Context: an optimization exercise on an open-source flow, tuned for small area and a short achievable clock period. The choices shown serve that exercise and are no tape-out recipe.
The RTL was checked by simulation tests, not by an equivalence proof against the original design.
Power figures rest on the tool's default switching activity, not on a simulated workload.

==> config.mk <==
export PLATFORM = sky130hd
export DESIGN_NAME = alu_regfile
export DESIGN_NICKNAME = alu_regfile
export VERILOG_FILES = /design/flow/design.v
export SDC_FILE = /design/flow/constraint.sdc
export NUM_CORES = 4
export LEC_CHECK = 0
export CAP_MARGIN = 20
export CORE_MARGIN = 2
export CORE_UTILIZATION = 40
export SLEW_MARGIN = 20
==> constraint.sdc <==
create_clock -name core_clock -period 7.5 [get_ports {clk}]
set_input_delay 1.5000 -clock core_clock [delete_from_list [all_inputs] [get_ports {clk}]]
set_output_delay 1.5000 -clock core_clock [all_outputs]
set_load 0.01 [all_outputs]
==> design.v <==
module alu_regfile (
    input  logic        clk,
    input  logic        reset,
    input  logic [4:0]  readReg1,
    input  logic [4:0]  readReg2,
    input  logic [4:0]  writeReg,
    input  logic [31:0] writeData,
    input  logic        regWrite,
    output logic [31:0] readData1,
    output logic [31:0] readData2,
    input  logic [31:0] aluA,
    input  logic [31:0] aluB,
    input  logic [2:0]  aluOp,
    input  logic [4:0]  shamt,
    output logic [31:0] aluOut,
    output logic        zeroFlag
);
    localparam int unsigned DATA_W   = 32;
    localparam int unsigned REG_AW   = 5;
    localparam int unsigned NUM_REGS = 1 << REG_AW;
    logic [DATA_W-1:0] regs [NUM_REGS];
    always_ff @(posedge clk) begin
        if (reset) begin
            for (int i = 0; i < NUM_REGS; i++) begin
                regs[i] <= '0;
            end
        end else if (regWrite && (writeReg != '0)) begin
            regs[writeReg] <= writeData;
        end
    end
    always_comb begin
        readData1 = (readReg1 == '0) ? '0 : regs[readReg1];
        readData2 = (readReg2 == '0) ? '0 : regs[readReg2];
    end
    always_comb begin
        aluOut = '0;
        case (aluOp)
            3'd0:    aluOut = aluA + aluB;
            3'd1:    aluOut = aluA - aluB;
            3'd2:    aluOut = aluA & aluB;
            3'd3:    aluOut = aluA | aluB;
            3'd4:    aluOut = aluB << shamt;
            3'd5:    aluOut = aluB >> shamt;
            3'd6:    aluOut = ~(aluA | aluB);
            3'd7:    aluOut = DATA_W'(($signed(aluA) < $signed(aluB)) ? 1 : 0);
            default: aluOut = '0;
        endcase
    end
    assign zeroFlag = (aluOut == '0);
endmodule
==> run.sh <==
#!/bin/bash
# synth_recipe.tcl (not shown) runs the flow's synth.tcl, then flattens the netlist and writes it again
# the make line also repeats each setting of config.mk as NAME=value (left out here)
make -C /OpenROAD-flow-scripts/flow DESIGN_CONFIG=/design/flow/config.mk WORK_HOME=/design/flow/orfs CLKGATE_MAP_FILE= SYNTH_SCRIPT=/design/flow/synth_recipe.tcl finish
==> results by group <==
Floorplan
  • Initial Utilization: 40.2%
  • Rows: 146
  • Core box area: 158000 um2
  • Die Ht: 403 um
  • # IOs: 219
  • Die W: between 400 and 500 um
  • Die ar.: 162000 um2

Pwr
  • Tot Pwr: ~15 mW
  • P_leak: 26.4 nW
  • Worst vdd ir: 0.183 mV
  • Power Density: 199 nW/um2

Timing
  • FMAX: 0.137 GHz
  • Slew Viols, Final: 0
  • Min Tclk post-route: 7.30 ns
  • Endpoints failing setup: 0
  • Final Cycle Share: between 90 and 100%
  • Final TNS setup: 0 ns
  • RSZ-0062 raised after global routing: no
  • Worst-Margin Slew: between 1 and 1.5 ns
  • Final Hold Vio Count: 0
  • Slew headroom: a little over a fifth

Clock tree
  • CTS clk-pin slew, worst paths: 0.06 ns
  • CTS Buffer Depth: 3
  • Clk sink count: 1024
  • Number of CTS-inserted buffers: 106
  • H-tree levels: 3
  • Hold-fix buffers, CTS: 0
  • Root Buffer: clkbuf_16
  • CTS tree: done

Route
  • Routed wire length: between 200000 and 250000 um
  • Post-route ant nets: 0
  • Vias/cell: 6.30
  • Drt first pass iters: 7
  • Via count: 44826
  • DRC viols: 0
  • Initial DRC count: about 7000
  • Drt wl/cell: 33.6 um

Synth
  • Ys async rst share: 0%
  • Yosys Warn Count: 1
  • Mux contribution to synthesized area: between 20% and 30%
  • Mapped Cells: 4553
  • Register area share after synthesis: roughly half
  • Ys flop type: edfxtp_1
  • Synthesized-area fraction occupied by and/or/nand/nor cells: 13.8%
  • Post-synthesis adder-cell area fraction: 1.95%
  • Main combinational cell family by area after synthesis: multiplexers
  • Yosys cell types: slightly above 90
  • Synth Cell Area: 63700 um2
  • Avg Inst Size Synth: 14.0 um2
  • Yosys reg bits: between 1000 and 1500
  • Compound-Gate Fraction of Synth Area: 4.86%
  • XOR/XNOR Fraction of Synth Area: less than 1%
  • Post-synth EDFFs: 1024

Critical path
  • CP endpoint kind: output port
  • Worst Path Required: 6.00 ns
  • Slowest-stage cell, CP: clkdlybuf4s50_1
  • CP max FO: 6
  • CP cell instances: clkdlybuf4s50_1 > buf_4 > inv_1 > ha_1 > nand2_1 > nor3_1 > buf_4 > nand4_1 > a211oi_4 > buf_4 > o21bai_1 > and3_1 > o21ai_1 > o21ai_0 > or3_1 > nor4_2 > buf_4 > dlygate4sd2_1
  • Worst EP arrival: 5.80 ns
  • CP max stage delay: between 0.6 and 0.7 ns
  • Cell mode on critical path: buf_4
  • CP Class: in -> out
  • CP Launch Type: input pin

Final layout
  • Max reg flops: 1024
  • Area grow syn2layout: 16.8%
  • Largest regs: regs (1024)
  • Layout cell share with drive strength beyond 1: 29.9%
  • Most flop-heavy register: regs
  • Fin util: 47.0%
  • Fin nets: 5171
  • Design Area, Final: about 74000 um2
  • Non-Filler Instances: 7115
  • Fill count: between 10000 and 15000

Placed design
  • Placed Area: 70900 um2
  • Port buffer count: 218
  • GPL Wtd Cong: roughly 1
  • Dpl cells: 6912
  • Hpwl dp: 155000 um

Worst hold path
  • Min-delay worst type: in -> reg
  • Hold depth: 1

GRT
  • Vias in the first global route: 44298
  • Largest net degree at the start of global routing: 108
  • Initial antenna violation count: 26
  • Busiest grt layer: met2
  • Met1 Use GR: 41.3%
  • GR Layer Usage met2: 44.9%
  • M3 GR Usage: 5.88%
  • All-layer global routing usage: between 20% and 30%
  • GRT overflow: 0
  • First-pass GRT wire length: 335000 um

Outcome
  • Outcome: complete, no violations

Job
  • Max_cap viols: 0
==> cell usage after synthesis (26+ instances only) <==
cell	n	area share (%)
inv_1	99	0.58
nor2_1	202	1.2
buf_1	68	0.40
nand3_1	41	0.32
buf_2	33	0.26
o21ai_0	80	0.63
and2_1	1001	9.8
o31ai_1	26	0.31
or2_2	39	0.38
o211ai_1	55	0.65
nand2_1	109	0.64
a21oi_1	94	0.74
clkbuf_1	358	2.1
mux4_2	688	24
mux2i_1	146	2.3
edfxtp_1	1024	48
ha_1	96	1.9
==> path summary, 6_finish.rpt <==
kind / slack, ns / from / end
min: 1.30 / reset / regs[0][6]$_SDFFCE_PN0P_
max: 0.20 / aluB[20] / zeroFlag
==> worst max-delay path: cells and delay by family <==
family | cells | cell delay, ns
AOI/OAI and AO/OA | 4 | 0.75
adders and majority gates | 1 | 0.42
buffers and inverters | 7 | 1.69
and+or+nand+nor | 6 | 1.45
==> final cells by class <==
cell class / count / area, um2 / share of cell area [%]
diodes: 5 / 12.5 / 0.0168
clock buffers: 126 / 2750 / 3.70
clock inverters: 69 / 460 / 0.619
inverters: 101 / 379 / 0.510
multi-input cells: 2988 / 31200 / 42.0
flip-flops and latches: 1024 / 30700 / 41.3
well taps: 2072 / 2590 / 3.49
repair buffers: 730 / 6190 / 8.33
==> layout by cell type (no fill, tap or decap), types with 11 or more instances in the layout <==
cell type and instances:
or2_2 35, o31ai_1 24, ha_1 95, a221oi_1 15
nor3_1 23, clkinv_2 15, o211ai_1 55, xnor2_1 11
nor2_1 168, nand2_1 109, clkinv_1 43, nand3_1 41
inv_1 99, and2_1 1001, buf_12 16, mux2_2 24
a21o_1 12, o22ai_1 18, mux4_2 688, nor4_1 13
edfxtp_1 1024, mux2i_1 146, nor2b_1 17, nand4_1 14
nand2b_1 14, a21oi_1 85, buf_2 12, buf_4 500
o21ai_0 76, nor2_4 33, clkbuf_1 19, clkdlybuf4s50_1 193
conb_1 32, a211oi_1 14, clkbuf_16 107
==> metal layers <==
| metal | up-vias | share of wire, % |
|---|---|---|
| li1 | 18358 | - |
| met1 | 23237 | 40 |
| met2 | 2846 | 46 |
| met3 | 377 | 11 |
| met4 | 8 | 3.3 |
| met5 | - | 0.027 |
==> cells by family after synthesis <==
logic type                 count (synthesis)
other                                      1
adders and majority gates                 98
DFF                                     1024
buffers and inverters                    572
AOI/OAI and AO/OA                        450
xor gates and xnor gates                  17
and+or+nand+nor                         1527
muxes                                    864
==> timing repair <==
action                                  CTS  global route
buffers inserted                          2             0
cloned                                    0             0
resized for setup                        49             2
endpoints found under the hold margin     0             0
pin swaps                                12             2
endpoints found under the setup margin    2             1
==> through the flow <==
step	hold slack, ns	setup slack, ns
floorplan	1.70	1.10
global placement	2.02	-0.431
detailed placement	2.03	-0.476
CTS	1.25	0.252
global route	1.28	0.0343
finish	1.30	0.198
==> report_power, final <==
part,switching [mW],total [mW],internal (mW)
combinational,1.64,3.02,1.38
sequential,0.148,6.76,6.61
clock,2.33,5.05,2.71

## port drivers added, routing unchanged
No port has a modelled driver above. Below, the same layout with a new extraction and two added sets of constraints.
Step 1 assumes that a clkbuf_16 drives the clock port and a buf_2 every other input.
Step 2, shift: input delay + t, output delay - t, t = (earliest + latest rising clock arrival at the registers) / 2. This alone moves slack from input paths to output paths.
Slacks: no drivers / after step 1 / after step 2; pairs: no drivers / after step 1.
t (ns): 0.785
setup slack, ns: 0.198 / 0.175 / 0.175
worst hold slack (ns): 1.301 / 1.253 / 2.038
worst setup path at the end: input to output
clock arrival spread, ns: 0.052 / 0.052
After both steps setup and hold are still met in this run. The setup slack of this run moves by -0.023 ns with the drivers and by -0.023 ns with both steps.
